This design comes from an exercise in tuning for small area, a short achievable clock period and few clock cycles per item on the open sky130 flow, not from production work.
RTL that was checked went through simulation tests only; none was proved equivalent to the original.
The RTL of run 2 was laid out without a check of its function.
Power figures rest on the tool's default switching activity, not on a simulated workload.

==> flow/design.v, too long to show whole: its modules and the start of the top module <==
// module fa: 4 lines
// module ha: 4 lines
// module mac_step: 1051 lines
// module shift_add_mac: 80 lines
module shift_add_mac
(
  input  logic              clk,
  input  logic              rst,
  input  logic [WID-1:0]    multiplicand,
  input  logic [WID-1:0]    multiplier,
  input  logic [WID-1:0]    addend,
  input  logic              valid,
  output logic              busy,
  output logic              ready,
  output logic [ACC_W-1:0]  result,
  output logic              overflow
);
  // ...
==> flow/run.sh <==
#!/bin/bash
# synth_recipe.tcl (not shown) runs the flow's synth.tcl, then flattens the netlist and writes it again
# the make line also repeats each setting of config.mk as NAME=value (left out here)
make -C /OpenROAD-flow-scripts/flow DESIGN_CONFIG=/design/flow/config.mk WORK_HOME=/design/flow/orfs CLKGATE_MAP_FILE= SYNTH_SCRIPT=/design/flow/synth_recipe.tcl finish
==> flow/config.mk <==
export PLATFORM = sky130hd
export DESIGN_NAME = shift_add_mac
export DESIGN_NICKNAME = shift_add_mac
export VERILOG_FILES = /design/flow/design.v
export SDC_FILE = /design/flow/constraint.sdc
export NUM_CORES = 4
export LEC_CHECK = 0
export CAP_MARGIN = 20
export CORE_MARGIN = 2
export CORE_UTILIZATION = 40
export SLEW_MARGIN = 20
==> flow/constraint.sdc <==
create_clock -name core_clock -period 8.0 [get_ports {clk}]
set_input_delay 1.6000 -clock core_clock [delete_from_list [all_inputs] [get_ports {clk}]]
set_output_delay 1.6000 -clock core_clock [all_outputs]
set_load 0.01 [all_outputs]
==> summary.txt, run 1 <==
- CTS Sinks: 280
- WHS Endpoint: r0_q[0]
- Crit-path cells: inv_1 > fa_1 > inv_1 > fa_1 > a211oi_2 > nor3_1 > nor2_1 > inv_1 > fa_1 > a31oi_4 > a22oi_1 > a221oi_2 > o21a_1 > o221a_4 > o21ai_1 > a21oi_1 > xor2_1 > nand4_1 > nor4_1 > nand4_1
- Inverter count: 349
- Synth top area cells: fa_1, edfxtp_1, and2_1
- Congestion Overflow GR: 0
- Worst slew margin: 0.287
- Hold_sp: r0_q[0]
- CP max stage cell: fa_1
- Status: no timing/DRC/antenna violations
- Final Cycle Share: 0.638
- PostCTS Resize Cnt: 0
- Post-DRT Antenna Nets: 0
- Setup violators final: 0
- RSZ-0062 raised after global routing: no
- Pwr Density: 492 mW/mm²
- Combinational share of power: 0.733
- Crit path max fanout: 5
- Yosys warns: 1
- Placed cell count: 4144
- Initial antenna violation count: 1
- Total track usage: 0.243
- Syn Area/Cell: 9.78 µm²
- Reg2reg setup slack: 2890 ps
- Met1 wire length: 38900 µm
Testbench counts, summed over its fixed seeds: cycles 32,000, items 3,200.
==> module fa, before the edit <==
module fa (input logic a, b, ci, output logic s, co);
  assign s  = a ^ b ^ ci;
  assign co = (a & b) | (a & ci) | (b & ci);
endmodule
==> inputs of run 2 (changes only) <==
==> flow/design.v (replaced) <==
package srt_pkg;
  localparam int unsigned WID   = 64;
  localparam int unsigned ACC_W = 2 * WID;
  localparam int unsigned STEP_BITS = 8;                  
  localparam int unsigned ITERS = WID / STEP_BITS;        
  localparam int unsigned CNT_W = $clog2(ITERS);
endpackage
module fa (input logic a, b, ci, output logic s, co);
  wire x = a ^ b;
  assign s  = x ^ ci;
  assign co = (a & b) | (ci & x);
endmodule
module ha (input logic a, b, output logic s, co);
  assign s  = a ^ b;
  assign co = a & b;
endmodule
module mac_step (
  input  logic [64:0] s,       
  input  logic [64:0] c,
  input  logic [63:0] a,       
  input  logic [15:0] one,     
  input  logic [15:0] two,     
  input  logic [15:0] neg,     
  input  logic [3:0]  ctop,    
  output logic [72:0] r0,
  output logic [72:0] r1
);
  logic [3:0]  nneg;
  logic [63:0] corr;
  logic [64:0] e0, e1, e2, e3;
  logic [65:0] ax;
  assign nneg = ~neg[3:0];
  assign ax   = {1'b0, a, 1'b0};
  for (genvar p = 0; p < 64; p++) begin : g_corr
    assign corr[p] = a[p] & ctop[p * 4 / 64];
  end
  for (genvar p = 0; p < 65; p++) begin : g_pp
    localparam int K = 4 * (p * 4 / 65);
    assign e0[p] = ((one[K+0] & ax[p+1]) | (two[K+0] & ax[p])) ^ neg[K+0];
    assign e1[p] = ((one[K+1] & ax[p+1]) | (two[K+1] & ax[p])) ^ neg[K+1];
    assign e2[p] = ((one[K+2] & ax[p+1]) | (two[K+2] & ax[p])) ^ neg[K+2];
    assign e3[p] = ((one[K+3] & ax[p+1]) | (two[K+3] & ax[p])) ^ neg[K+3];
  end
  logic h0_s, h0_c;
  logic h1_s, h1_c;
  logic f0_s, f0_c;
  logic f1_s, f1_c;
  logic f2_s, f2_c;
  logic f3_s, f3_c;
  logic f4_s, f4_c;
  logic f5_s, f5_c;
  logic f6_s, f6_c;
  logic f7_s, f7_c;
  logic f8_s, f8_c;
  logic f9_s, f9_c;
  logic f10_s, f10_c;
  logic f11_s, f11_c;
  logic f12_s, f12_c;
  logic f13_s, f13_c;
  logic f14_s, f14_c;
  logic f15_s, f15_c;
  logic f16_s, f16_c;
  logic f17_s, f17_c;
  logic f18_s, f18_c;
  logic f19_s, f19_c;
  logic f20_s, f20_c;
  logic f21_s, f21_c;
  logic f22_s, f22_c;
  logic f23_s, f23_c;
  logic f24_s, f24_c;
  logic f25_s, f25_c;
  logic f26_s, f26_c;
  logic f27_s, f27_c;
  logic f28_s, f28_c;
  logic f29_s, f29_c;
  logic f30_s, f30_c;
  logic f31_s, f31_c;
  logic f32_s, f32_c;
  logic f33_s, f33_c;
  logic f34_s, f34_c;
  logic f35_s, f35_c;
  logic f36_s, f36_c;
  logic f37_s, f37_c;
  logic f38_s, f38_c;
  logic f39_s, f39_c;
  logic f40_s, f40_c;
  logic f41_s, f41_c;
  logic f42_s, f42_c;
  logic f43_s, f43_c;
  logic f44_s, f44_c;
  logic f45_s, f45_c;
  logic f46_s, f46_c;
  logic f47_s, f47_c;
  logic f48_s, f48_c;
  logic f49_s, f49_c;
  logic f50_s, f50_c;
  logic f51_s, f51_c;
  logic f52_s, f52_c;
  logic f53_s, f53_c;
  logic f54_s, f54_c;
  logic f55_s, f55_c;
  logic f56_s, f56_c;
  logic h2_s, h2_c;
  logic h3_s, h3_c;
  logic h4_s, h4_c;
  logic h5_s, h5_c;
  logic f57_s, f57_c;
  logic h6_s, h6_c;
  logic f58_s, f58_c;
  logic h7_s, h7_c;
  logic f59_s, f59_c;
  logic f60_s, f60_c;
  logic f61_s, f61_c;
  logic f62_s, f62_c;
  logic f63_s, f63_c;
  logic f64_s, f64_c;
  logic f65_s, f65_c;
  logic f66_s, f66_c;
  logic f67_s, f67_c;
  logic f68_s, f68_c;
  logic f69_s, f69_c;
  logic f70_s, f70_c;
  logic f71_s, f71_c;
  logic f72_s, f72_c;
  logic f73_s, f73_c;
  logic f74_s, f74_c;
  logic f75_s, f75_c;
  logic f76_s, f76_c;
  logic f77_s, f77_c;
  logic f78_s, f78_c;
  logic f79_s, f79_c;
  logic f80_s, f80_c;
  logic f81_s, f81_c;
  logic f82_s, f82_c;
  logic f83_s, f83_c;
  logic f84_s, f84_c;
  logic f85_s, f85_c;
  logic f86_s, f86_c;
  logic f87_s, f87_c;
  logic f88_s, f88_c;
  logic f89_s, f89_c;
  logic f90_s, f90_c;
  logic f91_s, f91_c;
  logic f92_s, f92_c;
  logic f93_s, f93_c;
  logic f94_s, f94_c;
  logic f95_s, f95_c;
  logic f96_s, f96_c;
  logic f97_s, f97_c;
  logic f98_s, f98_c;
  logic f99_s, f99_c;
  logic f100_s, f100_c;
  logic f101_s, f101_c;
  logic f102_s, f102_c;
  logic f103_s, f103_c;
  logic f104_s, f104_c;
  logic f105_s, f105_c;
  logic f106_s, f106_c;
  logic f107_s, f107_c;
  logic f108_s, f108_c;
  logic f109_s, f109_c;
  logic f110_s, f110_c;
  logic f111_s, f111_c;
  logic f112_s, f112_c;
  logic f113_s, f113_c;
  logic f114_s, f114_c;
  logic f115_s, f115_c;
  logic f116_s, f116_c;
  logic f117_s, f117_c;
  logic f118_s, f118_c;
  logic f119_s, f119_c;
  logic f120_s, f120_c;
  logic f121_s, f121_c;
  logic f122_s, f122_c;
  logic f123_s, f123_c;
  logic f124_s, f124_c;
  logic f125_s, f125_c;
  logic f126_s, f126_c;
  logic f127_s, f127_c;
  logic f128_s, f128_c;
  logic f129_s, f129_c;
  logic f130_s, f130_c;
  logic f131_s, f131_c;
  logic f132_s, f132_c;
  logic f133_s, f133_c;
  logic f134_s, f134_c;
  logic f135_s, f135_c;
  logic f136_s, f136_c;
  logic f137_s, f137_c;
  logic f138_s, f138_c;
  logic f139_s, f139_c;
  logic f140_s, f140_c;
  logic f141_s, f141_c;
  logic f142_s, f142_c;
  logic f143_s, f143_c;
  logic f144_s, f144_c;
  logic f145_s, f145_c;
  logic f146_s, f146_c;
  logic f147_s, f147_c;
  logic f148_s, f148_c;
  logic f149_s, f149_c;
  logic f150_s, f150_c;
  logic f151_s, f151_c;
  logic f152_s, f152_c;
  logic f153_s, f153_c;
  logic f154_s, f154_c;
  logic f155_s, f155_c;
  logic f156_s, f156_c;
  logic f157_s, f157_c;
  logic f158_s, f158_c;
  logic f159_s, f159_c;
  logic f160_s, f160_c;
  logic f161_s, f161_c;
  logic f162_s, f162_c;
  logic f163_s, f163_c;
  logic f164_s, f164_c;
  logic f165_s, f165_c;
  logic f166_s, f166_c;
  logic f167_s, f167_c;
  logic f168_s, f168_c;
  logic f169_s, f169_c;
  logic f170_s, f170_c;
  logic f171_s, f171_c;
  logic f172_s, f172_c;
  logic f173_s, f173_c;
  logic f174_s, f174_c;
  logic f175_s, f175_c;
  logic f176_s, f176_c;
  logic f177_s, f177_c;
  logic f178_s, f178_c;
  logic f179_s, f179_c;
  logic f180_s, f180_c;
  logic f181_s, f181_c;
  logic h8_s, h8_c;
  logic h9_s, h9_c;
  logic h10_s, h10_c;
  logic f182_s, f182_c;
  logic f183_s, f183_c;
  logic f184_s, f184_c;
  logic f185_s, f185_c;
  logic f186_s, f186_c;
  logic f187_s, f187_c;
  logic f188_s, f188_c;
  logic f189_s, f189_c;
  logic f190_s, f190_c;
  logic f191_s, f191_c;
  logic f192_s, f192_c;
  logic f193_s, f193_c;
  logic f194_s, f194_c;
  logic f195_s, f195_c;
  logic f196_s, f196_c;
  logic f197_s, f197_c;
  logic f198_s, f198_c;
  logic f199_s, f199_c;
  logic f200_s, f200_c;
  logic f201_s, f201_c;
  logic f202_s, f202_c;
  logic f203_s, f203_c;
  logic f204_s, f204_c;
  logic f205_s, f205_c;
  logic f206_s, f206_c;
  logic f207_s, f207_c;
  logic f208_s, f208_c;
  logic f209_s, f209_c;
  logic f210_s, f210_c;
  logic f211_s, f211_c;
  logic f212_s, f212_c;
  logic f213_s, f213_c;
  logic f214_s, f214_c;
  logic f215_s, f215_c;
  logic f216_s, f216_c;
  logic f217_s, f217_c;
  logic f218_s, f218_c;
  logic f219_s, f219_c;
  logic f220_s, f220_c;
  logic f221_s, f221_c;
  logic f222_s, f222_c;
  logic f223_s, f223_c;
  logic f224_s, f224_c;
  logic f225_s, f225_c;
  logic f226_s, f226_c;
  logic f227_s, f227_c;
  logic f228_s, f228_c;
  logic f229_s, f229_c;
  logic f230_s, f230_c;
  logic f231_s, f231_c;
  logic f232_s, f232_c;
  logic f233_s, f233_c;
  logic f234_s, f234_c;
  logic f235_s, f235_c;
  logic f236_s, f236_c;
  logic f237_s, f237_c;
  logic f238_s, f238_c;
  logic f239_s, f239_c;
  logic f240_s, f240_c;
  logic f241_s, f241_c;
  logic f242_s, f242_c;
  logic f243_s, f243_c;
  logic f244_s, f244_c;
  logic f245_s, f245_c;
  logic f246_s, f246_c;
  logic f247_s, f247_c;
  logic f248_s, f248_c;
  logic f249_s, f249_c;
  logic h11_s, h11_c;
  logic h12_s, h12_c;
  logic f250_s, f250_c;
  logic f251_s, f251_c;
  logic f252_s, f252_c;
  logic f253_s, f253_c;
  logic f254_s, f254_c;
  logic f255_s, f255_c;
  logic f256_s, f256_c;
  logic f257_s, f257_c;
  logic f258_s, f258_c;
  logic f259_s, f259_c;
  logic f260_s, f260_c;
  logic f261_s, f261_c;
  logic f262_s, f262_c;
  logic f263_s, f263_c;
  logic f264_s, f264_c;
  logic f265_s, f265_c;
  logic f266_s, f266_c;
  logic f267_s, f267_c;
  logic f268_s, f268_c;
  logic f269_s, f269_c;
  logic f270_s, f270_c;
  logic f271_s, f271_c;
  logic f272_s, f272_c;
  logic f273_s, f273_c;
  logic f274_s, f274_c;
  logic f275_s, f275_c;
  logic f276_s, f276_c;
  logic f277_s, f277_c;
  logic f278_s, f278_c;
  logic f279_s, f279_c;
  logic f280_s, f280_c;
  logic f281_s, f281_c;
  logic f282_s, f282_c;
  logic f283_s, f283_c;
  logic f284_s, f284_c;
  logic f285_s, f285_c;
  logic f286_s, f286_c;
  logic f287_s, f287_c;
  logic f288_s, f288_c;
  logic f289_s, f289_c;
  logic f290_s, f290_c;
  logic f291_s, f291_c;
  logic f292_s, f292_c;
  logic f293_s, f293_c;
  logic f294_s, f294_c;
  logic f295_s, f295_c;
  logic f296_s, f296_c;
  logic f297_s, f297_c;
  logic f298_s, f298_c;
  logic f299_s, f299_c;
  logic f300_s, f300_c;
  logic f301_s, f301_c;
  logic f302_s, f302_c;
  logic f303_s, f303_c;
  logic f304_s, f304_c;
  logic f305_s, f305_c;
  logic f306_s, f306_c;
  logic f307_s, f307_c;
  logic f308_s, f308_c;
  logic f309_s, f309_c;
  logic f310_s, f310_c;
  logic f311_s, f311_c;
  logic f312_s, f312_c;
  logic f313_s, f313_c;
  logic f314_s, f314_c;
  logic f315_s, f315_c;
  logic f316_s, f316_c;
  logic f317_s, f317_c;
  logic f318_s, f318_c;
  logic f319_s, f319_c;
  logic f320_s, f320_c;
  ha u_h0 (.a(c[6]), .b(neg[3]), .s(h0_s), .co(h0_c));
  ha u_h1 (.a(c[7]), .b(s[7]), .s(h1_s), .co(h1_c));
  fa u_f0 (.a(c[8]), .b(s[8]), .ci(corr[0]), .s(f0_s), .co(f0_c));
  fa u_f1 (.a(c[9]), .b(s[9]), .ci(corr[1]), .s(f1_s), .co(f1_c));
  fa u_f2 (.a(c[10]), .b(s[10]), .ci(corr[2]), .s(f2_s), .co(f2_c));
  fa u_f3 (.a(c[11]), .b(s[11]), .ci(corr[3]), .s(f3_s), .co(f3_c));
  fa u_f4 (.a(c[12]), .b(s[12]), .ci(corr[4]), .s(f4_s), .co(f4_c));
  fa u_f5 (.a(c[13]), .b(s[13]), .ci(corr[5]), .s(f5_s), .co(f5_c));
  fa u_f6 (.a(c[14]), .b(s[14]), .ci(corr[6]), .s(f6_s), .co(f6_c));
  fa u_f7 (.a(c[15]), .b(s[15]), .ci(corr[7]), .s(f7_s), .co(f7_c));
  fa u_f8 (.a(c[16]), .b(s[16]), .ci(corr[8]), .s(f8_s), .co(f8_c));
  fa u_f9 (.a(c[17]), .b(s[17]), .ci(corr[9]), .s(f9_s), .co(f9_c));
  fa u_f10 (.a(c[18]), .b(s[18]), .ci(corr[10]), .s(f10_s), .co(f10_c));
  fa u_f11 (.a(c[19]), .b(s[19]), .ci(corr[11]), .s(f11_s), .co(f11_c));
  fa u_f12 (.a(c[20]), .b(s[20]), .ci(corr[12]), .s(f12_s), .co(f12_c));
  fa u_f13 (.a(c[21]), .b(s[21]), .ci(corr[13]), .s(f13_s), .co(f13_c));
  fa u_f14 (.a(c[22]), .b(s[22]), .ci(corr[14]), .s(f14_s), .co(f14_c));
  fa u_f15 (.a(c[23]), .b(s[23]), .ci(corr[15]), .s(f15_s), .co(f15_c));
  fa u_f16 (.a(c[24]), .b(s[24]), .ci(corr[16]), .s(f16_s), .co(f16_c));
  fa u_f17 (.a(c[25]), .b(s[25]), .ci(corr[17]), .s(f17_s), .co(f17_c));
  fa u_f18 (.a(c[26]), .b(s[26]), .ci(corr[18]), .s(f18_s), .co(f18_c));
  fa u_f19 (.a(c[27]), .b(s[27]), .ci(corr[19]), .s(f19_s), .co(f19_c));
  fa u_f20 (.a(c[28]), .b(s[28]), .ci(corr[20]), .s(f20_s), .co(f20_c));
  fa u_f21 (.a(c[29]), .b(s[29]), .ci(corr[21]), .s(f21_s), .co(f21_c));
  fa u_f22 (.a(c[30]), .b(s[30]), .ci(corr[22]), .s(f22_s), .co(f22_c));
  fa u_f23 (.a(c[31]), .b(s[31]), .ci(corr[23]), .s(f23_s), .co(f23_c));
  fa u_f24 (.a(c[32]), .b(s[32]), .ci(corr[24]), .s(f24_s), .co(f24_c));
  fa u_f25 (.a(c[33]), .b(s[33]), .ci(corr[25]), .s(f25_s), .co(f25_c));
  fa u_f26 (.a(c[34]), .b(s[34]), .ci(corr[26]), .s(f26_s), .co(f26_c));
  fa u_f27 (.a(c[35]), .b(s[35]), .ci(corr[27]), .s(f27_s), .co(f27_c));
  fa u_f28 (.a(c[36]), .b(s[36]), .ci(corr[28]), .s(f28_s), .co(f28_c));
  fa u_f29 (.a(c[37]), .b(s[37]), .ci(corr[29]), .s(f29_s), .co(f29_c));
  fa u_f30 (.a(c[38]), .b(s[38]), .ci(corr[30]), .s(f30_s), .co(f30_c));
  fa u_f31 (.a(c[39]), .b(s[39]), .ci(corr[31]), .s(f31_s), .co(f31_c));
  fa u_f32 (.a(c[40]), .b(s[40]), .ci(corr[32]), .s(f32_s), .co(f32_c));
  fa u_f33 (.a(c[41]), .b(s[41]), .ci(corr[33]), .s(f33_s), .co(f33_c));
  fa u_f34 (.a(c[42]), .b(s[42]), .ci(corr[34]), .s(f34_s), .co(f34_c));
  fa u_f35 (.a(c[43]), .b(s[43]), .ci(corr[35]), .s(f35_s), .co(f35_c));
  fa u_f36 (.a(c[44]), .b(s[44]), .ci(corr[36]), .s(f36_s), .co(f36_c));
  fa u_f37 (.a(c[45]), .b(s[45]), .ci(corr[37]), .s(f37_s), .co(f37_c));
  fa u_f38 (.a(c[46]), .b(s[46]), .ci(corr[38]), .s(f38_s), .co(f38_c));
  fa u_f39 (.a(c[47]), .b(s[47]), .ci(corr[39]), .s(f39_s), .co(f39_c));
  fa u_f40 (.a(c[48]), .b(s[48]), .ci(corr[40]), .s(f40_s), .co(f40_c));
  fa u_f41 (.a(c[49]), .b(s[49]), .ci(corr[41]), .s(f41_s), .co(f41_c));
  fa u_f42 (.a(c[50]), .b(s[50]), .ci(corr[42]), .s(f42_s), .co(f42_c));
  fa u_f43 (.a(c[51]), .b(s[51]), .ci(corr[43]), .s(f43_s), .co(f43_c));
  fa u_f44 (.a(c[52]), .b(s[52]), .ci(corr[44]), .s(f44_s), .co(f44_c));
  fa u_f45 (.a(c[53]), .b(s[53]), .ci(corr[45]), .s(f45_s), .co(f45_c));
  fa u_f46 (.a(c[54]), .b(s[54]), .ci(corr[46]), .s(f46_s), .co(f46_c));
  fa u_f47 (.a(c[55]), .b(s[55]), .ci(corr[47]), .s(f47_s), .co(f47_c));
  fa u_f48 (.a(c[56]), .b(s[56]), .ci(corr[48]), .s(f48_s), .co(f48_c));
  fa u_f49 (.a(c[57]), .b(s[57]), .ci(corr[49]), .s(f49_s), .co(f49_c));
  fa u_f50 (.a(c[58]), .b(s[58]), .ci(corr[50]), .s(f50_s), .co(f50_c));
  fa u_f51 (.a(c[59]), .b(s[59]), .ci(corr[51]), .s(f51_s), .co(f51_c));
  fa u_f52 (.a(c[60]), .b(s[60]), .ci(corr[52]), .s(f52_s), .co(f52_c));
  fa u_f53 (.a(c[61]), .b(s[61]), .ci(corr[53]), .s(f53_s), .co(f53_c));
  fa u_f54 (.a(c[62]), .b(s[62]), .ci(corr[54]), .s(f54_s), .co(f54_c));
  fa u_f55 (.a(c[63]), .b(s[63]), .ci(corr[55]), .s(f55_s), .co(f55_c));
  fa u_f56 (.a(1'b1), .b(c[64]), .ci(s[64]), .s(f56_s), .co(f56_c));
  ha u_h2 (.a(corr[56]), .b(e0[64]), .s(h2_s), .co(h2_c));
  ha u_h3 (.a(nneg[0]), .b(corr[57]), .s(h3_s), .co(h3_c));
  ha u_h4 (.a(c[2]), .b(neg[1]), .s(h4_s), .co(h4_c));
  ha u_h5 (.a(c[3]), .b(s[3]), .s(h5_s), .co(h5_c));
  fa u_f57 (.a(c[4]), .b(neg[2]), .ci(s[4]), .s(f57_s), .co(f57_c));
  ha u_h6 (.a(e0[4]), .b(e1[2]), .s(h6_s), .co(h6_c));
  fa u_f58 (.a(c[5]), .b(s[5]), .ci(e0[5]), .s(f58_s), .co(f58_c));
  ha u_h7 (.a(e1[3]), .b(e2[1]), .s(h7_s), .co(h7_c));
  fa u_f59 (.a(s[6]), .b(h0_s), .ci(e0[6]), .s(f59_s), .co(f59_c));
  fa u_f60 (.a(e1[4]), .b(e2[2]), .ci(e3[0]), .s(f60_s), .co(f60_c));
  fa u_f61 (.a(h0_c), .b(h1_s), .ci(e0[7]), .s(f61_s), .co(f61_c));
  fa u_f62 (.a(e1[5]), .b(e2[3]), .ci(e3[1]), .s(f62_s), .co(f62_c));
  fa u_f63 (.a(h1_c), .b(e0[8]), .ci(e1[6]), .s(f63_s), .co(f63_c));
  fa u_f64 (.a(e2[4]), .b(e3[2]), .ci(f0_s), .s(f64_s), .co(f64_c));
  fa u_f65 (.a(e0[9]), .b(e1[7]), .ci(e2[5]), .s(f65_s), .co(f65_c));
  fa u_f66 (.a(e3[3]), .b(f0_c), .ci(f1_s), .s(f66_s), .co(f66_c));
  fa u_f67 (.a(e0[10]), .b(e1[8]), .ci(e2[6]), .s(f67_s), .co(f67_c));
  fa u_f68 (.a(e3[4]), .b(f1_c), .ci(f2_s), .s(f68_s), .co(f68_c));
  fa u_f69 (.a(e0[11]), .b(e1[9]), .ci(e2[7]), .s(f69_s), .co(f69_c));
  fa u_f70 (.a(e3[5]), .b(f2_c), .ci(f3_s), .s(f70_s), .co(f70_c));
  fa u_f71 (.a(e0[12]), .b(e1[10]), .ci(e2[8]), .s(f71_s), .co(f71_c));
  fa u_f72 (.a(e3[6]), .b(f3_c), .ci(f4_s), .s(f72_s), .co(f72_c));
  fa u_f73 (.a(e0[13]), .b(e1[11]), .ci(e2[9]), .s(f73_s), .co(f73_c));
  fa u_f74 (.a(e3[7]), .b(f4_c), .ci(f5_s), .s(f74_s), .co(f74_c));
  fa u_f75 (.a(e0[14]), .b(e1[12]), .ci(e2[10]), .s(f75_s), .co(f75_c));
  fa u_f76 (.a(e3[8]), .b(f5_c), .ci(f6_s), .s(f76_s), .co(f76_c));
  fa u_f77 (.a(e0[15]), .b(e1[13]), .ci(e2[11]), .s(f77_s), .co(f77_c));
  fa u_f78 (.a(e3[9]), .b(f6_c), .ci(f7_s), .s(f78_s), .co(f78_c));
  fa u_f79 (.a(e0[16]), .b(e1[14]), .ci(e2[12]), .s(f79_s), .co(f79_c));
  fa u_f80 (.a(e3[10]), .b(f7_c), .ci(f8_s), .s(f80_s), .co(f80_c));
  fa u_f81 (.a(e0[17]), .b(e1[15]), .ci(e2[13]), .s(f81_s), .co(f81_c));
  fa u_f82 (.a(e3[11]), .b(f8_c), .ci(f9_s), .s(f82_s), .co(f82_c));
  fa u_f83 (.a(e0[18]), .b(e1[16]), .ci(e2[14]), .s(f83_s), .co(f83_c));
  fa u_f84 (.a(e3[12]), .b(f10_s), .ci(f9_c), .s(f84_s), .co(f84_c));
  fa u_f85 (.a(e0[19]), .b(e1[17]), .ci(e2[15]), .s(f85_s), .co(f85_c));
  fa u_f86 (.a(e3[13]), .b(f10_c), .ci(f11_s), .s(f86_s), .co(f86_c));
  fa u_f87 (.a(e0[20]), .b(e1[18]), .ci(e2[16]), .s(f87_s), .co(f87_c));
  fa u_f88 (.a(e3[14]), .b(f11_c), .ci(f12_s), .s(f88_s), .co(f88_c));
  fa u_f89 (.a(e0[21]), .b(e1[19]), .ci(e2[17]), .s(f89_s), .co(f89_c));
  fa u_f90 (.a(e3[15]), .b(f12_c), .ci(f13_s), .s(f90_s), .co(f90_c));
  fa u_f91 (.a(e0[22]), .b(e1[20]), .ci(e2[18]), .s(f91_s), .co(f91_c));
  fa u_f92 (.a(e3[16]), .b(f13_c), .ci(f14_s), .s(f92_s), .co(f92_c));
  fa u_f93 (.a(e0[23]), .b(e1[21]), .ci(e2[19]), .s(f93_s), .co(f93_c));
  fa u_f94 (.a(e3[17]), .b(f14_c), .ci(f15_s), .s(f94_s), .co(f94_c));
  fa u_f95 (.a(e0[24]), .b(e1[22]), .ci(e2[20]), .s(f95_s), .co(f95_c));
  fa u_f96 (.a(e3[18]), .b(f15_c), .ci(f16_s), .s(f96_s), .co(f96_c));
  fa u_f97 (.a(e0[25]), .b(e1[23]), .ci(e2[21]), .s(f97_s), .co(f97_c));
  fa u_f98 (.a(e3[19]), .b(f16_c), .ci(f17_s), .s(f98_s), .co(f98_c));
  fa u_f99 (.a(e0[26]), .b(e1[24]), .ci(e2[22]), .s(f99_s), .co(f99_c));
  fa u_f100 (.a(e3[20]), .b(f17_c), .ci(f18_s), .s(f100_s), .co(f100_c));
  fa u_f101 (.a(e0[27]), .b(e1[25]), .ci(e2[23]), .s(f101_s), .co(f101_c));
  fa u_f102 (.a(e3[21]), .b(f18_c), .ci(f19_s), .s(f102_s), .co(f102_c));
  fa u_f103 (.a(e0[28]), .b(e1[26]), .ci(e2[24]), .s(f103_s), .co(f103_c));
  fa u_f104 (.a(e3[22]), .b(f19_c), .ci(f20_s), .s(f104_s), .co(f104_c));
  fa u_f105 (.a(e0[29]), .b(e1[27]), .ci(e2[25]), .s(f105_s), .co(f105_c));
  fa u_f106 (.a(e3[23]), .b(f20_c), .ci(f21_s), .s(f106_s), .co(f106_c));
  fa u_f107 (.a(e0[30]), .b(e1[28]), .ci(e2[26]), .s(f107_s), .co(f107_c));
  fa u_f108 (.a(e3[24]), .b(f21_c), .ci(f22_s), .s(f108_s), .co(f108_c));
  fa u_f109 (.a(e0[31]), .b(e1[29]), .ci(e2[27]), .s(f109_s), .co(f109_c));
  fa u_f110 (.a(e3[25]), .b(f22_c), .ci(f23_s), .s(f110_s), .co(f110_c));
  fa u_f111 (.a(e0[32]), .b(e1[30]), .ci(e2[28]), .s(f111_s), .co(f111_c));
  fa u_f112 (.a(e3[26]), .b(f23_c), .ci(f24_s), .s(f112_s), .co(f112_c));
  fa u_f113 (.a(e0[33]), .b(e1[31]), .ci(e2[29]), .s(f113_s), .co(f113_c));
  fa u_f114 (.a(e3[27]), .b(f24_c), .ci(f25_s), .s(f114_s), .co(f114_c));
  fa u_f115 (.a(e0[34]), .b(e1[32]), .ci(e2[30]), .s(f115_s), .co(f115_c));
  fa u_f116 (.a(e3[28]), .b(f25_c), .ci(f26_s), .s(f116_s), .co(f116_c));
  fa u_f117 (.a(e0[35]), .b(e1[33]), .ci(e2[31]), .s(f117_s), .co(f117_c));
  fa u_f118 (.a(e3[29]), .b(f26_c), .ci(f27_s), .s(f118_s), .co(f118_c));
  fa u_f119 (.a(e0[36]), .b(e1[34]), .ci(e2[32]), .s(f119_s), .co(f119_c));
  fa u_f120 (.a(e3[30]), .b(f27_c), .ci(f28_s), .s(f120_s), .co(f120_c));
  fa u_f121 (.a(e0[37]), .b(e1[35]), .ci(e2[33]), .s(f121_s), .co(f121_c));
  fa u_f122 (.a(e3[31]), .b(f28_c), .ci(f29_s), .s(f122_s), .co(f122_c));
  fa u_f123 (.a(e0[38]), .b(e1[36]), .ci(e2[34]), .s(f123_s), .co(f123_c));
  fa u_f124 (.a(e3[32]), .b(f29_c), .ci(f30_s), .s(f124_s), .co(f124_c));
  fa u_f125 (.a(e0[39]), .b(e1[37]), .ci(e2[35]), .s(f125_s), .co(f125_c));
  fa u_f126 (.a(e3[33]), .b(f30_c), .ci(f31_s), .s(f126_s), .co(f126_c));
  fa u_f127 (.a(e0[40]), .b(e1[38]), .ci(e2[36]), .s(f127_s), .co(f127_c));
  fa u_f128 (.a(e3[34]), .b(f31_c), .ci(f32_s), .s(f128_s), .co(f128_c));
  fa u_f129 (.a(e0[41]), .b(e1[39]), .ci(e2[37]), .s(f129_s), .co(f129_c));
  fa u_f130 (.a(e3[35]), .b(f32_c), .ci(f33_s), .s(f130_s), .co(f130_c));
  fa u_f131 (.a(e0[42]), .b(e1[40]), .ci(e2[38]), .s(f131_s), .co(f131_c));
  fa u_f132 (.a(e3[36]), .b(f33_c), .ci(f34_s), .s(f132_s), .co(f132_c));
  fa u_f133 (.a(e0[43]), .b(e1[41]), .ci(e2[39]), .s(f133_s), .co(f133_c));
  fa u_f134 (.a(e3[37]), .b(f34_c), .ci(f35_s), .s(f134_s), .co(f134_c));
  fa u_f135 (.a(e0[44]), .b(e1[42]), .ci(e2[40]), .s(f135_s), .co(f135_c));
  fa u_f136 (.a(e3[38]), .b(f35_c), .ci(f36_s), .s(f136_s), .co(f136_c));
  fa u_f137 (.a(e0[45]), .b(e1[43]), .ci(e2[41]), .s(f137_s), .co(f137_c));
  fa u_f138 (.a(e3[39]), .b(f36_c), .ci(f37_s), .s(f138_s), .co(f138_c));
  fa u_f139 (.a(e0[46]), .b(e1[44]), .ci(e2[42]), .s(f139_s), .co(f139_c));
  fa u_f140 (.a(e3[40]), .b(f37_c), .ci(f38_s), .s(f140_s), .co(f140_c));
  fa u_f141 (.a(e0[47]), .b(e1[45]), .ci(e2[43]), .s(f141_s), .co(f141_c));
  fa u_f142 (.a(e3[41]), .b(f38_c), .ci(f39_s), .s(f142_s), .co(f142_c));
  fa u_f143 (.a(e0[48]), .b(e1[46]), .ci(e2[44]), .s(f143_s), .co(f143_c));
  fa u_f144 (.a(e3[42]), .b(f39_c), .ci(f40_s), .s(f144_s), .co(f144_c));
  fa u_f145 (.a(e0[49]), .b(e1[47]), .ci(e2[45]), .s(f145_s), .co(f145_c));
  fa u_f146 (.a(e3[43]), .b(f40_c), .ci(f41_s), .s(f146_s), .co(f146_c));
  fa u_f147 (.a(e0[50]), .b(e1[48]), .ci(e2[46]), .s(f147_s), .co(f147_c));
  fa u_f148 (.a(e3[44]), .b(f41_c), .ci(f42_s), .s(f148_s), .co(f148_c));
  fa u_f149 (.a(e0[51]), .b(e1[49]), .ci(e2[47]), .s(f149_s), .co(f149_c));
  fa u_f150 (.a(e3[45]), .b(f42_c), .ci(f43_s), .s(f150_s), .co(f150_c));
  fa u_f151 (.a(e0[52]), .b(e1[50]), .ci(e2[48]), .s(f151_s), .co(f151_c));
  fa u_f152 (.a(e3[46]), .b(f43_c), .ci(f44_s), .s(f152_s), .co(f152_c));
  fa u_f153 (.a(e0[53]), .b(e1[51]), .ci(e2[49]), .s(f153_s), .co(f153_c));
  fa u_f154 (.a(e3[47]), .b(f44_c), .ci(f45_s), .s(f154_s), .co(f154_c));
  fa u_f155 (.a(e0[54]), .b(e1[52]), .ci(e2[50]), .s(f155_s), .co(f155_c));
  fa u_f156 (.a(e3[48]), .b(f45_c), .ci(f46_s), .s(f156_s), .co(f156_c));
  fa u_f157 (.a(e0[55]), .b(e1[53]), .ci(e2[51]), .s(f157_s), .co(f157_c));
  fa u_f158 (.a(e3[49]), .b(f46_c), .ci(f47_s), .s(f158_s), .co(f158_c));
  fa u_f159 (.a(e0[56]), .b(e1[54]), .ci(e2[52]), .s(f159_s), .co(f159_c));
  fa u_f160 (.a(e3[50]), .b(f47_c), .ci(f48_s), .s(f160_s), .co(f160_c));
  fa u_f161 (.a(e0[57]), .b(e1[55]), .ci(e2[53]), .s(f161_s), .co(f161_c));
  fa u_f162 (.a(e3[51]), .b(f48_c), .ci(f49_s), .s(f162_s), .co(f162_c));
  fa u_f163 (.a(e0[58]), .b(e1[56]), .ci(e2[54]), .s(f163_s), .co(f163_c));
  fa u_f164 (.a(e3[52]), .b(f49_c), .ci(f50_s), .s(f164_s), .co(f164_c));
  fa u_f165 (.a(e0[59]), .b(e1[57]), .ci(e2[55]), .s(f165_s), .co(f165_c));
  fa u_f166 (.a(e3[53]), .b(f50_c), .ci(f51_s), .s(f166_s), .co(f166_c));
  fa u_f167 (.a(e0[60]), .b(e1[58]), .ci(e2[56]), .s(f167_s), .co(f167_c));
  fa u_f168 (.a(e3[54]), .b(f51_c), .ci(f52_s), .s(f168_s), .co(f168_c));
  fa u_f169 (.a(e0[61]), .b(e1[59]), .ci(e2[57]), .s(f169_s), .co(f169_c));
  fa u_f170 (.a(e3[55]), .b(f52_c), .ci(f53_s), .s(f170_s), .co(f170_c));
  fa u_f171 (.a(e0[62]), .b(e1[60]), .ci(e2[58]), .s(f171_s), .co(f171_c));
  fa u_f172 (.a(e3[56]), .b(f53_c), .ci(f54_s), .s(f172_s), .co(f172_c));
  fa u_f173 (.a(e0[63]), .b(e1[61]), .ci(e2[59]), .s(f173_s), .co(f173_c));
  fa u_f174 (.a(e3[57]), .b(f54_c), .ci(f55_s), .s(f174_s), .co(f174_c));
  fa u_f175 (.a(f56_s), .b(e1[62]), .ci(e2[60]), .s(f175_s), .co(f175_c));
  fa u_f176 (.a(e3[58]), .b(f55_c), .ci(h2_s), .s(f176_s), .co(f176_c));
  fa u_f177 (.a(f56_c), .b(h3_s), .ci(e1[63]), .s(f177_s), .co(f177_c));
  fa u_f178 (.a(e2[61]), .b(e3[59]), .ci(h2_c), .s(f178_s), .co(f178_c));
  fa u_f179 (.a(1'b1), .b(corr[58]), .ci(h3_c), .s(f179_s), .co(f179_c));
  fa u_f180 (.a(e1[64]), .b(e2[62]), .ci(e3[60]), .s(f180_s), .co(f180_c));
  fa u_f181 (.a(nneg[1]), .b(corr[59]), .ci(e2[63]), .s(f181_s), .co(f181_c));
  ha u_h8 (.a(1'b1), .b(corr[60]), .s(h8_s), .co(h8_c));
  ha u_h9 (.a(c[0]), .b(neg[0]), .s(h9_s), .co(h9_c));
  ha u_h10 (.a(c[1]), .b(s[1]), .s(h10_s), .co(h10_c));
  fa u_f182 (.a(s[2]), .b(h4_s), .ci(e0[2]), .s(f182_s), .co(f182_c));
  fa u_f183 (.a(h4_c), .b(h5_s), .ci(e0[3]), .s(f183_s), .co(f183_c));
  fa u_f184 (.a(h5_c), .b(f57_s), .ci(e2[0]), .s(f184_s), .co(f184_c));
  fa u_f185 (.a(f57_c), .b(h6_c), .ci(h7_s), .s(f185_s), .co(f185_c));
  fa u_f186 (.a(h7_c), .b(f58_c), .ci(f59_s), .s(f186_s), .co(f186_c));
  fa u_f187 (.a(f59_c), .b(f60_c), .ci(f61_s), .s(f187_s), .co(f187_c));
  fa u_f188 (.a(f61_c), .b(f62_c), .ci(f63_s), .s(f188_s), .co(f188_c));
  fa u_f189 (.a(f63_c), .b(f65_s), .ci(f64_c), .s(f189_s), .co(f189_c));
  fa u_f190 (.a(f65_c), .b(f67_s), .ci(f66_c), .s(f190_s), .co(f190_c));
  fa u_f191 (.a(f67_c), .b(f69_s), .ci(f68_c), .s(f191_s), .co(f191_c));
  fa u_f192 (.a(f69_c), .b(f71_s), .ci(f70_c), .s(f192_s), .co(f192_c));
  fa u_f193 (.a(f71_c), .b(f73_s), .ci(f72_c), .s(f193_s), .co(f193_c));
  fa u_f194 (.a(f73_c), .b(f75_s), .ci(f74_c), .s(f194_s), .co(f194_c));
  fa u_f195 (.a(f75_c), .b(f77_s), .ci(f76_c), .s(f195_s), .co(f195_c));
  fa u_f196 (.a(f77_c), .b(f79_s), .ci(f78_c), .s(f196_s), .co(f196_c));
  fa u_f197 (.a(f79_c), .b(f81_s), .ci(f80_c), .s(f197_s), .co(f197_c));
  fa u_f198 (.a(f81_c), .b(f83_s), .ci(f82_c), .s(f198_s), .co(f198_c));
  fa u_f199 (.a(f83_c), .b(f85_s), .ci(f84_c), .s(f199_s), .co(f199_c));
  fa u_f200 (.a(f85_c), .b(f87_s), .ci(f86_c), .s(f200_s), .co(f200_c));
  fa u_f201 (.a(f87_c), .b(f89_s), .ci(f88_c), .s(f201_s), .co(f201_c));
  fa u_f202 (.a(f89_c), .b(f91_s), .ci(f90_c), .s(f202_s), .co(f202_c));
  fa u_f203 (.a(f91_c), .b(f93_s), .ci(f92_c), .s(f203_s), .co(f203_c));
  fa u_f204 (.a(f93_c), .b(f95_s), .ci(f94_c), .s(f204_s), .co(f204_c));
  fa u_f205 (.a(f95_c), .b(f97_s), .ci(f96_c), .s(f205_s), .co(f205_c));
  fa u_f206 (.a(f97_c), .b(f99_s), .ci(f100_s), .s(f206_s), .co(f206_c));
  fa u_f207 (.a(f101_s), .b(f99_c), .ci(f100_c), .s(f207_s), .co(f207_c));
  fa u_f208 (.a(f101_c), .b(f103_s), .ci(f102_c), .s(f208_s), .co(f208_c));
  fa u_f209 (.a(f103_c), .b(f105_s), .ci(f104_c), .s(f209_s), .co(f209_c));
  fa u_f210 (.a(f105_c), .b(f107_s), .ci(f106_c), .s(f210_s), .co(f210_c));
  fa u_f211 (.a(f107_c), .b(f109_s), .ci(f108_c), .s(f211_s), .co(f211_c));
  fa u_f212 (.a(f109_c), .b(f111_s), .ci(f110_c), .s(f212_s), .co(f212_c));
  fa u_f213 (.a(f111_c), .b(f113_s), .ci(f112_c), .s(f213_s), .co(f213_c));
  fa u_f214 (.a(f113_c), .b(f115_s), .ci(f114_c), .s(f214_s), .co(f214_c));
  fa u_f215 (.a(f115_c), .b(f117_s), .ci(f116_c), .s(f215_s), .co(f215_c));
  fa u_f216 (.a(f117_c), .b(f119_s), .ci(f118_c), .s(f216_s), .co(f216_c));
  fa u_f217 (.a(f119_c), .b(f121_s), .ci(f120_c), .s(f217_s), .co(f217_c));
  fa u_f218 (.a(f121_c), .b(f123_s), .ci(f122_c), .s(f218_s), .co(f218_c));
  fa u_f219 (.a(f123_c), .b(f125_s), .ci(f124_c), .s(f219_s), .co(f219_c));
  fa u_f220 (.a(f125_c), .b(f127_s), .ci(f126_c), .s(f220_s), .co(f220_c));
  fa u_f221 (.a(f127_c), .b(f129_s), .ci(f128_c), .s(f221_s), .co(f221_c));
  fa u_f222 (.a(f129_c), .b(f131_s), .ci(f130_c), .s(f222_s), .co(f222_c));
  fa u_f223 (.a(f131_c), .b(f133_s), .ci(f132_c), .s(f223_s), .co(f223_c));
  fa u_f224 (.a(f133_c), .b(f135_s), .ci(f134_c), .s(f224_s), .co(f224_c));
  fa u_f225 (.a(f135_c), .b(f137_s), .ci(f136_c), .s(f225_s), .co(f225_c));
  fa u_f226 (.a(f137_c), .b(f139_s), .ci(f138_c), .s(f226_s), .co(f226_c));
  fa u_f227 (.a(f139_c), .b(f141_s), .ci(f140_c), .s(f227_s), .co(f227_c));
  fa u_f228 (.a(f141_c), .b(f143_s), .ci(f142_c), .s(f228_s), .co(f228_c));
  fa u_f229 (.a(f143_c), .b(f145_s), .ci(f144_c), .s(f229_s), .co(f229_c));
  fa u_f230 (.a(f145_c), .b(f147_s), .ci(f146_c), .s(f230_s), .co(f230_c));
  fa u_f231 (.a(f147_c), .b(f149_s), .ci(f148_c), .s(f231_s), .co(f231_c));
  fa u_f232 (.a(f149_c), .b(f151_s), .ci(f150_c), .s(f232_s), .co(f232_c));
  fa u_f233 (.a(f151_c), .b(f153_s), .ci(f152_c), .s(f233_s), .co(f233_c));
  fa u_f234 (.a(f153_c), .b(f155_s), .ci(f154_c), .s(f234_s), .co(f234_c));
  fa u_f235 (.a(f155_c), .b(f157_s), .ci(f156_c), .s(f235_s), .co(f235_c));
  fa u_f236 (.a(f157_c), .b(f159_s), .ci(f158_c), .s(f236_s), .co(f236_c));
  fa u_f237 (.a(f159_c), .b(f161_s), .ci(f160_c), .s(f237_s), .co(f237_c));
  fa u_f238 (.a(f161_c), .b(f163_s), .ci(f162_c), .s(f238_s), .co(f238_c));
  fa u_f239 (.a(f163_c), .b(f165_s), .ci(f164_c), .s(f239_s), .co(f239_c));
  fa u_f240 (.a(f165_c), .b(f167_s), .ci(f166_c), .s(f240_s), .co(f240_c));
  fa u_f241 (.a(f167_c), .b(f169_s), .ci(f168_c), .s(f241_s), .co(f241_c));
  fa u_f242 (.a(f169_c), .b(f171_s), .ci(f170_c), .s(f242_s), .co(f242_c));
  fa u_f243 (.a(f171_c), .b(f173_s), .ci(f172_c), .s(f243_s), .co(f243_c));
  fa u_f244 (.a(f173_c), .b(f175_s), .ci(f174_c), .s(f244_s), .co(f244_c));
  fa u_f245 (.a(f175_c), .b(f177_s), .ci(f176_c), .s(f245_s), .co(f245_c));
  fa u_f246 (.a(f179_s), .b(f177_c), .ci(f180_s), .s(f246_s), .co(f246_c));
  fa u_f247 (.a(e3[61]), .b(f179_c), .ci(f180_c), .s(f247_s), .co(f247_c));
  fa u_f248 (.a(h8_s), .b(e2[64]), .ci(e3[62]), .s(f248_s), .co(f248_c));
  fa u_f249 (.a(nneg[2]), .b(corr[61]), .ci(h8_c), .s(f249_s), .co(f249_c));
  ha u_h11 (.a(1'b1), .b(corr[62]), .s(h11_s), .co(h11_c));
  ha u_h12 (.a(s[0]), .b(h9_s), .s(h12_s), .co(h12_c));
  fa u_f250 (.a(h10_s), .b(h9_c), .ci(e0[1]), .s(f250_s), .co(f250_c));
  fa u_f251 (.a(h10_c), .b(e1[0]), .ci(f182_s), .s(f251_s), .co(f251_c));
  fa u_f252 (.a(e1[1]), .b(f182_c), .ci(f183_s), .s(f252_s), .co(f252_c));
  fa u_f253 (.a(h6_s), .b(f183_c), .ci(f184_s), .s(f253_s), .co(f253_c));
  fa u_f254 (.a(f184_c), .b(f58_s), .ci(f185_s), .s(f254_s), .co(f254_c));
  fa u_f255 (.a(f60_s), .b(f185_c), .ci(f186_s), .s(f255_s), .co(f255_c));
  fa u_f256 (.a(f62_s), .b(f186_c), .ci(f187_s), .s(f256_s), .co(f256_c));
  fa u_f257 (.a(f64_s), .b(f187_c), .ci(f188_s), .s(f257_s), .co(f257_c));
  fa u_f258 (.a(f66_s), .b(f188_c), .ci(f189_s), .s(f258_s), .co(f258_c));
  fa u_f259 (.a(f68_s), .b(f189_c), .ci(f190_s), .s(f259_s), .co(f259_c));
  fa u_f260 (.a(f70_s), .b(f190_c), .ci(f191_s), .s(f260_s), .co(f260_c));
  fa u_f261 (.a(f72_s), .b(f191_c), .ci(f192_s), .s(f261_s), .co(f261_c));
  fa u_f262 (.a(f74_s), .b(f192_c), .ci(f193_s), .s(f262_s), .co(f262_c));
  fa u_f263 (.a(f76_s), .b(f193_c), .ci(f194_s), .s(f263_s), .co(f263_c));
  fa u_f264 (.a(f78_s), .b(f194_c), .ci(f195_s), .s(f264_s), .co(f264_c));
  fa u_f265 (.a(f80_s), .b(f195_c), .ci(f196_s), .s(f265_s), .co(f265_c));
  fa u_f266 (.a(f82_s), .b(f196_c), .ci(f197_s), .s(f266_s), .co(f266_c));
  fa u_f267 (.a(f84_s), .b(f197_c), .ci(f198_s), .s(f267_s), .co(f267_c));
  fa u_f268 (.a(f86_s), .b(f198_c), .ci(f199_s), .s(f268_s), .co(f268_c));
  fa u_f269 (.a(f88_s), .b(f199_c), .ci(f200_s), .s(f269_s), .co(f269_c));
  fa u_f270 (.a(f90_s), .b(f200_c), .ci(f201_s), .s(f270_s), .co(f270_c));
  fa u_f271 (.a(f92_s), .b(f201_c), .ci(f202_s), .s(f271_s), .co(f271_c));
  fa u_f272 (.a(f94_s), .b(f202_c), .ci(f203_s), .s(f272_s), .co(f272_c));
  fa u_f273 (.a(f96_s), .b(f203_c), .ci(f204_s), .s(f273_s), .co(f273_c));
  fa u_f274 (.a(f98_s), .b(f204_c), .ci(f205_s), .s(f274_s), .co(f274_c));
  fa u_f275 (.a(f98_c), .b(f205_c), .ci(f206_s), .s(f275_s), .co(f275_c));
  fa u_f276 (.a(f102_s), .b(f206_c), .ci(f207_s), .s(f276_s), .co(f276_c));
  fa u_f277 (.a(f104_s), .b(f207_c), .ci(f208_s), .s(f277_s), .co(f277_c));
  fa u_f278 (.a(f106_s), .b(f208_c), .ci(f209_s), .s(f278_s), .co(f278_c));
  fa u_f279 (.a(f108_s), .b(f209_c), .ci(f210_s), .s(f279_s), .co(f279_c));
  fa u_f280 (.a(f110_s), .b(f210_c), .ci(f211_s), .s(f280_s), .co(f280_c));
  fa u_f281 (.a(f112_s), .b(f211_c), .ci(f212_s), .s(f281_s), .co(f281_c));
  fa u_f282 (.a(f114_s), .b(f212_c), .ci(f213_s), .s(f282_s), .co(f282_c));
  fa u_f283 (.a(f116_s), .b(f213_c), .ci(f214_s), .s(f283_s), .co(f283_c));
  fa u_f284 (.a(f118_s), .b(f214_c), .ci(f215_s), .s(f284_s), .co(f284_c));
  fa u_f285 (.a(f120_s), .b(f215_c), .ci(f216_s), .s(f285_s), .co(f285_c));
  fa u_f286 (.a(f122_s), .b(f216_c), .ci(f217_s), .s(f286_s), .co(f286_c));
  fa u_f287 (.a(f124_s), .b(f217_c), .ci(f218_s), .s(f287_s), .co(f287_c));
  fa u_f288 (.a(f126_s), .b(f218_c), .ci(f219_s), .s(f288_s), .co(f288_c));
  fa u_f289 (.a(f128_s), .b(f219_c), .ci(f220_s), .s(f289_s), .co(f289_c));
  fa u_f290 (.a(f130_s), .b(f220_c), .ci(f221_s), .s(f290_s), .co(f290_c));
  fa u_f291 (.a(f132_s), .b(f221_c), .ci(f222_s), .s(f291_s), .co(f291_c));
  fa u_f292 (.a(f134_s), .b(f222_c), .ci(f223_s), .s(f292_s), .co(f292_c));
  fa u_f293 (.a(f136_s), .b(f223_c), .ci(f224_s), .s(f293_s), .co(f293_c));
  fa u_f294 (.a(f138_s), .b(f224_c), .ci(f225_s), .s(f294_s), .co(f294_c));
  fa u_f295 (.a(f140_s), .b(f225_c), .ci(f226_s), .s(f295_s), .co(f295_c));
  fa u_f296 (.a(f142_s), .b(f226_c), .ci(f227_s), .s(f296_s), .co(f296_c));
  fa u_f297 (.a(f144_s), .b(f227_c), .ci(f228_s), .s(f297_s), .co(f297_c));
  fa u_f298 (.a(f146_s), .b(f228_c), .ci(f229_s), .s(f298_s), .co(f298_c));
  fa u_f299 (.a(f148_s), .b(f229_c), .ci(f230_s), .s(f299_s), .co(f299_c));
  fa u_f300 (.a(f150_s), .b(f230_c), .ci(f231_s), .s(f300_s), .co(f300_c));
  fa u_f301 (.a(f152_s), .b(f231_c), .ci(f232_s), .s(f301_s), .co(f301_c));
  fa u_f302 (.a(f154_s), .b(f232_c), .ci(f233_s), .s(f302_s), .co(f302_c));
  fa u_f303 (.a(f156_s), .b(f233_c), .ci(f234_s), .s(f303_s), .co(f303_c));
  fa u_f304 (.a(f158_s), .b(f234_c), .ci(f235_s), .s(f304_s), .co(f304_c));
  fa u_f305 (.a(f160_s), .b(f235_c), .ci(f236_s), .s(f305_s), .co(f305_c));
  fa u_f306 (.a(f162_s), .b(f236_c), .ci(f237_s), .s(f306_s), .co(f306_c));
  fa u_f307 (.a(f164_s), .b(f237_c), .ci(f238_s), .s(f307_s), .co(f307_c));
  fa u_f308 (.a(f166_s), .b(f238_c), .ci(f239_s), .s(f308_s), .co(f308_c));
  fa u_f309 (.a(f168_s), .b(f239_c), .ci(f240_s), .s(f309_s), .co(f309_c));
  fa u_f310 (.a(f170_s), .b(f240_c), .ci(f241_s), .s(f310_s), .co(f310_c));
  fa u_f311 (.a(f172_s), .b(f241_c), .ci(f242_s), .s(f311_s), .co(f311_c));
  fa u_f312 (.a(f174_s), .b(f242_c), .ci(f243_s), .s(f312_s), .co(f312_c));
  fa u_f313 (.a(f176_s), .b(f243_c), .ci(f244_s), .s(f313_s), .co(f313_c));
  fa u_f314 (.a(f178_s), .b(f244_c), .ci(f245_s), .s(f314_s), .co(f314_c));
  fa u_f315 (.a(f178_c), .b(f246_s), .ci(f245_c), .s(f315_s), .co(f315_c));
  fa u_f316 (.a(f181_s), .b(f246_c), .ci(f247_s), .s(f316_s), .co(f316_c));
  fa u_f317 (.a(f181_c), .b(f248_s), .ci(f247_c), .s(f317_s), .co(f317_c));
  fa u_f318 (.a(e3[63]), .b(f249_s), .ci(f248_c), .s(f318_s), .co(f318_c));
  fa u_f319 (.a(h11_s), .b(e3[64]), .ci(f249_c), .s(f319_s), .co(f319_c));
  fa u_f320 (.a(nneg[3]), .b(corr[63]), .ci(h11_c), .s(f320_s), .co(f320_c));
  assign r0 = {f320_c, f319_c, f318_c, f317_c, f316_c, f315_c, f314_c, f313_c, f312_c, f311_c, f310_c, f309_c, f308_c, f307_c, f306_c, f305_c, f304_c, f303_c, f302_c, f301_c, f300_c, f299_c, f298_c, f297_c, f296_c, f295_c, f294_c, f293_c, f292_c, f291_c, f290_c, f289_c, f288_c, f287_c, f286_c, f285_c, f284_c, f283_c, f282_c, f281_c, f280_c, f279_c, f278_c, f277_c, f276_c, f275_c, f274_c, f273_c, f272_c, f271_c, f270_c, f269_c, f268_c, f267_c, f266_c, f265_c, f264_c, f263_c, f262_c, f261_c, f260_c, f259_c, f258_c, f257_c, f256_c, f255_c, f254_c, f253_c, f252_c, f251_c, f250_c, h12_c, h12_s};
  assign r1 = {1'b0, f320_s, f319_s, f318_s, f317_s, f316_s, f315_s, f314_s, f313_s, f312_s, f311_s, f310_s, f309_s, f308_s, f307_s, f306_s, f305_s, f304_s, f303_s, f302_s, f301_s, f300_s, f299_s, f298_s, f297_s, f296_s, f295_s, f294_s, f293_s, f292_s, f291_s, f290_s, f289_s, f288_s, f287_s, f286_s, f285_s, f284_s, f283_s, f282_s, f281_s, f280_s, f279_s, f278_s, f277_s, f276_s, f275_s, f274_s, f273_s, f272_s, f271_s, f270_s, f269_s, f268_s, f267_s, f266_s, f265_s, f264_s, f263_s, f262_s, f261_s, f260_s, f259_s, f258_s, f257_s, f256_s, f255_s, f254_s, f253_s, f252_s, f251_s, f250_s, e0[0]};
endmodule
import srt_pkg::*;
module shift_add_mac
(
  input  logic              clk,
  input  logic              rst,
  input  logic [WID-1:0]    multiplicand,
  input  logic [WID-1:0]    multiplier,
  input  logic [WID-1:0]    addend,
  input  logic              valid,
  output logic              busy,
  output logic              ready,
  output logic [ACC_W-1:0]  result,
  output logic              overflow
);
  localparam int unsigned K  = STEP_BITS;
  localparam int unsigned WW = WID + K + 1;      
  logic             run, fin;
  logic [CNT_W-1:0] cnt, last_q;
  logic [1:0]       g_q;                 
  logic [WID-1:0]   x_q;
  logic [WID+K-1:0] l_q;                 
  logic [WW-1:0]    r0_q, r1_q;          
  logic             cin_q;
  localparam int unsigned NC = 4;
  logic [4*NC-1:0]  one_q, two_q, neg_q;
  logic [NC-1:0]    ctop_q;
  function automatic logic [1:0] groups(input logic [WID-1:0] v);
    if (|v[63:48])      groups = 2'd3;
    else if (|v[47:32]) groups = 2'd2;
    else if (|v[31:16]) groups = 2'd1;
    else                groups = 2'd0;
  endfunction
  logic [1:0]     ga, gb;
  logic           swap;
  logic [WID-1:0] m_in, x_in;
  assign ga   = groups(multiplicand);
  assign gb   = groups(multiplier);
  assign swap = ga < gb;
  assign m_in = swap ? multiplicand : multiplier;
  assign x_in = swap ? multiplier : multiplicand;
  function automatic logic [11:0] booth(input logic [8:0] b);
    logic [3:0] o, w, n;
    for (int t = 0; t < 4; t++) begin
      o[t] = b[2*t+1] ^ b[2*t];
      w[t] = (b[2*t+2] & ~b[2*t+1] & ~b[2*t]) | (~b[2*t+2] & b[2*t+1] & b[2*t]);
      n[t] = b[2*t+2];
    end
    booth = {o, w, n};
  endfunction
  logic [WW-1:0] r0, r1;
  mac_step u_step (
    .s    (r0_q[WW-1:K]),
    .c    (r1_q[WW-1:K]),
    .a    (x_q),
    .one  (one_q),
    .two  (two_q),
    .neg  (neg_q),
    .ctop (ctop_q),
    .r0   (r0),
    .r1   (r1)
  );
  logic [WW-1:0] sum, cy, gb0, pb0;
  logic          c_low;
  prefix_add #(.N(WW)) u_add (
    .x (r0_q), .y (r1_q), .ci (cin_q), .s (sum), .cy (cy), .gb (gb0), .pb (pb0)
  );
  assign c_low = cy[K];
  logic [WID-1:0] h;
  logic [WID+K-1:0] l_sh;
  assign h    = sum[WID+K-1:K];
  assign l_sh = {sum[K-1:0], l_q[WID+K-1:K]};
  logic [WID-1:0] res_hi, res_lo;
  always_comb begin
    case (g_q)
      2'd3:    begin res_hi = h;                   res_lo = l_sh[71:8];             end
      2'd2:    begin res_hi = {16'b0, h[63:16]};   res_lo = {h[15:0], l_sh[71:24]}; end
      2'd1:    begin res_hi = {32'b0, h[63:32]};   res_lo = {h[31:0], l_sh[71:40]}; end
      default: begin res_hi = {48'b0, h[63:48]};   res_lo = {h[47:0], l_sh[71:56]}; end
    endcase
  end
  logic [WID-1:0] p_hi, k_hi;
  logic [3:0]     gnz;
  assign p_hi = pb0[WID+K-1:K];
  always_comb begin
    k_hi = gb0[WID+K-2:K-1] | pb0[WID+K-2:K-1];    
    for (int q = 0; q < 4; q++) begin
      k_hi[16*q] = cy[16*q+K];
      gnz[q]     = |(p_hi[16*q +: 16] ^ k_hi[16*q +: 16]);
    end
  end
  logic ovf;
  always_comb begin
    case (g_q)
      2'd3:    ovf = |gnz;
      2'd2:    ovf = |gnz[3:1];
      2'd1:    ovf = |gnz[3:2];
      default: ovf = gnz[3];
    endcase
  end
  wire accept = valid & ~busy;
  always_ff @(posedge clk) begin
    if (rst) begin
      busy  <= 1'b0;
      ready <= 1'b0;
      run   <= 1'b0;
      fin   <= 1'b0;
      cnt   <= '0;
    end else begin
      ready <= fin;
      if (accept) begin
        busy <= 1'b1;
        run  <= 1'b1;
        cnt  <= '0;
      end else if (run) begin
        cnt <= cnt + 1'b1;
        if (cnt == last_q) begin
          run <= 1'b0;
          fin <= 1'b1;
        end
      end else if (fin) begin
        fin  <= 1'b0;
        busy <= 1'b0;
      end
    end
  end
  always_ff @(posedge clk) begin
    if (!busy) begin
      x_q          <= x_in;
      g_q          <= swap ? ga : gb;
      last_q       <= {swap ? ga : gb, 1'b1};
      l_q[K-1:0]   <= '0;
      r0_q[K-1:0]  <= '0;
      r0_q[WW-1]   <= 1'b1;
      r1_q         <= '0;
      cin_q        <= 1'b0;
      for (int k = 0; k < NC; k++)
        {one_q[4*k +: 4], two_q[4*k +: 4], neg_q[4*k +: 4]} <= booth({m_in[7:0], 1'b0});
      ctop_q       <= '0;
    end else begin
      l_q[K-1:0]   <= l_q[2*K-1:K];
      r0_q[K-1:0]  <= r0[K-1:0];
      r0_q[WW-1]   <= r0[WW-1];
      r1_q         <= r1;
      cin_q        <= c_low;
      for (int k = 0; k < NC; k++) begin
        if (run || k == 0)
          {one_q[4*k +: 4], two_q[4*k +: 4], neg_q[4*k +: 4]} <= booth(l_q[3*K-1:2*K-1]);
        else if (k == 1)
          {one_q[4*k +: 4], two_q[4*k +: 4], neg_q[4*k +: 4]} <= '0;
        else if (k == 2)
          {one_q[4*k +: 4], two_q[4*k +: 4], neg_q[4*k +: 4]} <= '1;
        ctop_q[k] <= (run || k == 0) ? ((cnt + 1'b1 == last_q) & l_q[3*K-1])
                                     : (k == 1 ? 1'b0 : k == 2 ? 1'b1 : ctop_q[k]);
      end
    end
  end
  always_ff @(posedge clk) begin
    if (accept) begin
      l_q[WID+K-1:K]  <= m_in;
      r0_q[WID+K-1:K] <= addend;
    end else if (run) begin
      l_q[WID+K-1:K]  <= l_sh[WID+K-1:K];
      r0_q[WID+K-1:K] <= r0[WID+K-1:K];
    end else if (fin) begin
      l_q[WID+K-1:K]  <= res_lo;
      r0_q[WID+K-1:K] <= res_hi;
      overflow        <= ovf;
    end
  end
  assign result = {r0_q[WID+K-1:K], l_q[WID+K-1:K]};
endmodule
module prefix_add #(parameter int N = 73) (
  input  logic [N-1:0] x,
  input  logic [N-1:0] y,
  input  logic         ci,
  output logic [N-1:0] s,
  output logic [N-1:0] cy,
  output logic [N-1:0] gb,      
  output logic [N-1:0] pb       
);
  localparam int L = $clog2(N + 1);
  logic [N:0] g [0:L];
  logic [N:0] p [0:L];
  assign g[0] = {x & y, ci};
  assign p[0] = {x ^ y, 1'b0};
  for (genvar l = 0; l < L; l++) begin : g_lvl
    for (genvar i = 0; i <= N; i++) begin : g_bit
      if ((i >> l) & 1) begin : g_op
        localparam int J = ((i >> l) << l) - 1;
        assign g[l+1][i] = g[l][i] | (p[l][i] & g[l][J]);
        assign p[l+1][i] = p[l][i] & p[l][J];
      end else begin : g_pass
        assign g[l+1][i] = g[l][i];
        assign p[l+1][i] = p[l][i];
      end
    end
  end
  assign cy = g[L][N-1:0];
  assign gb = g[0][N:1];
  assign pb = p[0][N:1];
  assign s  = p[0][N:1] ^ cy;
endmodule
==> flow/config.mk (replaced) <==
export PLATFORM = sky130hd
export DESIGN_NAME = shift_add_mac
export DESIGN_NICKNAME = shift_add_mac
export VERILOG_FILES = /design/flow/design.v
export SDC_FILE = /design/flow/constraint.sdc
export NUM_CORES = 4
export LEC_CHECK = 0
export CAP_MARGIN = 20
export CORE_MARGIN = 2
export CORE_UTILIZATION = 40
export SETUP_SLACK_MARGIN = 5
export SLEW_MARGIN = 20
==> run 2 against run 1 <==
Compared with the run above: clock power increased by 32%; critical path type unchanged; die area increased by 11%; final area increased by 33%.
==> summary.txt, run 2 <==
- Syn Area/Cell: 10.1 µm² (+2.8%)
- CTS Sinks: 336 (+20%)
- Setup_tns: 0 ps
- GPL Wtd Cong: 1.02
- First-pass GRT wire length: 226000 µm
- Layout cells sized above 1: 0.319
- Layout fillers: 6874
- Simple-gate area share of the yosys netlist: 0.0926
- Required time of the worst setup path: 8330 ps
- Core area: 0.0817 mm²
- Design area: 0.0462 mm²
- FF+latch count, synth: 336
- Die Y-Extent: 291 µm
- DP Area: 0.0370 mm²
- CTS max path bufs: 3
- Status: no timing/DRC/antenna violations
- Post-DP HPWL: 114000 µm
- Worst setup SP type: register
- Synth top area share: 0.198
- Root buffer selected by CTS: clkbuf_16
- Critical path depth: 14
- Setup violators final: 0 (unchanged)
- Yosys warns: 4 (+3)
- TritonCTS Buffers: 46
- Slew @ Worst Pin: 1330 ps
- H-tree depth: 2
- Initial antenna violation count: 19 (+18)
- Congestion Overflow GR: 0 (unchanged)
- Clk Latency, worst-skew pair: 630 ps
- Synth Area in XOR/XNOR: 0.105
- Pwr Density: 401 mW/mm² (-18%)
- 1st-pass router iterations: 13
- Compound-Gate Fraction of Synth Area: 0.160
- Async SR Flop Fraction: 0
- Mapped Cells: 3273
- Hold Path Depth: 2
- Hold Vio Cnt, Final: 0
- Seq/Total Area, Yosys: 0.267
- Synth cell count leaders: xnor2_1, fa_1, a22oi_1
- Final #Nets: 4523
- Delay-heaviest family, CP: compound AO/OA/AOI/OAI gates
- Crit path max fanout: 5 (unchanged)
- Synth top area cells: fa_1, edfxtp_1, xnor2_1
- Reg2reg setup slack: 3650 ps (+760 ps)
- Routed wire length per instance: 33.1 µm
- Final Skew: 34.1 ps
- Largest register FFs: 73
- Clk slew on worst S/H paths: 60 ps
- Synth-to-layout area growth: 40.4%
- Tot Pwr: 18.5 mW
- FF-to-FF End: r0_q[48]
- Largest Register: r0_q
- Crit-path cells: inv_1 > ha_1 > nand4_1 > inv_1 > a221oi_2 > o31ai_4 > buf_4 > o21ai_1 > nand2_1 > a21oi_1 > xor2_2 > mux2i_4 > nand2_2 > nand3_1
- Max-Cap Viols: 0
- Initial DRC count: 5062
- Residual DRC: 0
- CP max stage cell: xor2_2
- Input/output buffers: 325
- Num rows: 105
- Crit path launch: r1_q[27]
- DIE WIDTH: 291 µm
- Largest net degree at the start of global routing: 69
- I/O Pins: 326
- Worst r2r src: r1_q[27]
- Commonest non-fill, non-tap cell in the layout: buf_4
- Synth Cell Area: 0.0329 mm²
- Worst slew margin: 0.105 (-0.182)
- Post-Route WL: 165000 µm
- RSZ-0062 raised after global routing: yes
- Synth unique cells: 73
- Post-synth EDFFs: 207
- Main combinational cell family by area after synthesis: adder cells
- Area leader, netlist: fa_1
- Predominant post-synthesis flop cell: edfxtp_1
- Crit path DAT: 4680 ps
- CP peak stage delay: 730 ps
- Worst hold path class: register to register
- Die footprint: 0.0846 mm²
- Total track usage: 0.373 (+0.130)
- LEAKAGE: 18.3 nW
- Final Cycle Share: 0.543 (-0.0950)
- Tmin final: 4350 ps
- Most used cell, CP: inv_1
- Via Count: 31600
- R2R cell count: 14
- Hold_buf cts: 0
- Slew Limit Fails: 0
- Synth Area in Adders: 0.253
- Syn_nets: 3937
- FMAX: 230 MHz
- Starting Density: 0.403
- Post-DRT Antenna Nets: 0 (unchanged)
- Commonest non-fill, non-tap cells in the layout: buf_4, xnor2_1, fa_1
- Max VDD drop: 0.223 mV
- Vias per cell: 6.35
- Vias in the first global route: 30300
- WP buf/inv: 3
- Cell with the most instances after synthesis: xnor2_1
- Critical path class: register to register
- Largest regs: r0_q: 73 flops, r1_q: 72 flops
- Multiplexer area fraction after synthesis: 0.0557
- Critical path capture point type: register
- CTS tree: built
- Worst Setup EP: r0_q[48]
-- run 2: worst min path at each step --
stage	start	end	slack [ps]
finish	cnt[0]	cnt[0]	560
global route	cnt[1]	cnt[1]	610
CTS	cnt[0]	cnt[0]	570
detailed placement	cnt[0]	cnt[0]	550
global placement	fin	ready	540
floorplan	fin	ready	460
-- run 2: timing repair --
action                                 4_1_cts  5_1_grt
buffers inserted                           337      134
setup endpoints to repair                  492      417
gates resized for setup                   1070      284
cloned                                      21        2
endpoints found under the hold margin        0        0
pin swaps                                   96       99
-- run 2: cells by family (layout without fill, tap and decap cells) --
logic type      count (synthesis)  after routing
xor+xnor                      393            393
compound gates                756            759
flops                         336            336
simple gates                  622            623
mux                           169            169
buf+inv                       528           1148
other cells                     0              6
fa+ha+maj                     469            469
-- run 2: worst min-delay path, delay by kind of cell (launching register included) --
family | cells | cell delay, ps
and+or+nand+nor | 1 | 40
DFF | 1 | 340
xor gates and xnor gates | 1 | 140
-- run 2: report_power, final --
group / switching (mW) / internal (mW) / total (mW)
logic: 7.42 / 5.85 / 13.3
clock network: 0.936 / 1.38 / 2.32
registers: 0.587 / 2.38 / 2.96
-- run 2: routing by layer --
layer	global-route usage	vias to the layer above	wire, µm
met2	0.536	2630	67300
met3	0.142	708	24500
li1	-	12600	-
met5	0.00964	-	250
met1	0.472	15600	58400
met4	0.233	26	14000
-- run 2: area by class of cell --
| cell class | instances | area [µm²] | area share |
|---|---|---|---|
| Sequential cell | 336 | 8860 | 0.192 |
| Inverter | 188 | 716 | 0.0155 |
| Clock buffer | 54 | 1200 | 0.0260 |
| Clock inverter | 32 | 460 | 0.00996 |
| Timing Repair Buffer | 874 | 8880 | 0.192 |
| Multi-Input combinational cell | 2413 | 24700 | 0.535 |
| Antenna cell | 6 | 15.0 | 0.000325 |
| Tap cell | 1070 | 1340 | 0.0290 |
-- run 2: stage by stage --
| step | hold slack, ps | setup WS [ps] | cells | utilization |
|---|---|---|---|---|
| 5_1_grt | 605 | 3660 | 4970 | 0.565 |
| 6_report | 563 | 3650 | 4973 | 0.566 |
| 4_1_cts | 568 | 3750 | 4831 | 0.538 |
| 3_3_place_gp | 543 | 1960 | 4386 | 0.453 |
| 3_5_place_dp | 548 | 1960 | 4387 | 0.453 |
| 2_1_floorplan | 465 | 4000 | 3273 | - |

Check on run 2: ideal ports give 3.653 ns setup slack; a clkbuf_16 on the clock port and buf_2 on the inputs give 3.653 ns; moving port delays by the midpoint clock arrival (0.683 ns) as well gives 3.259 ns.
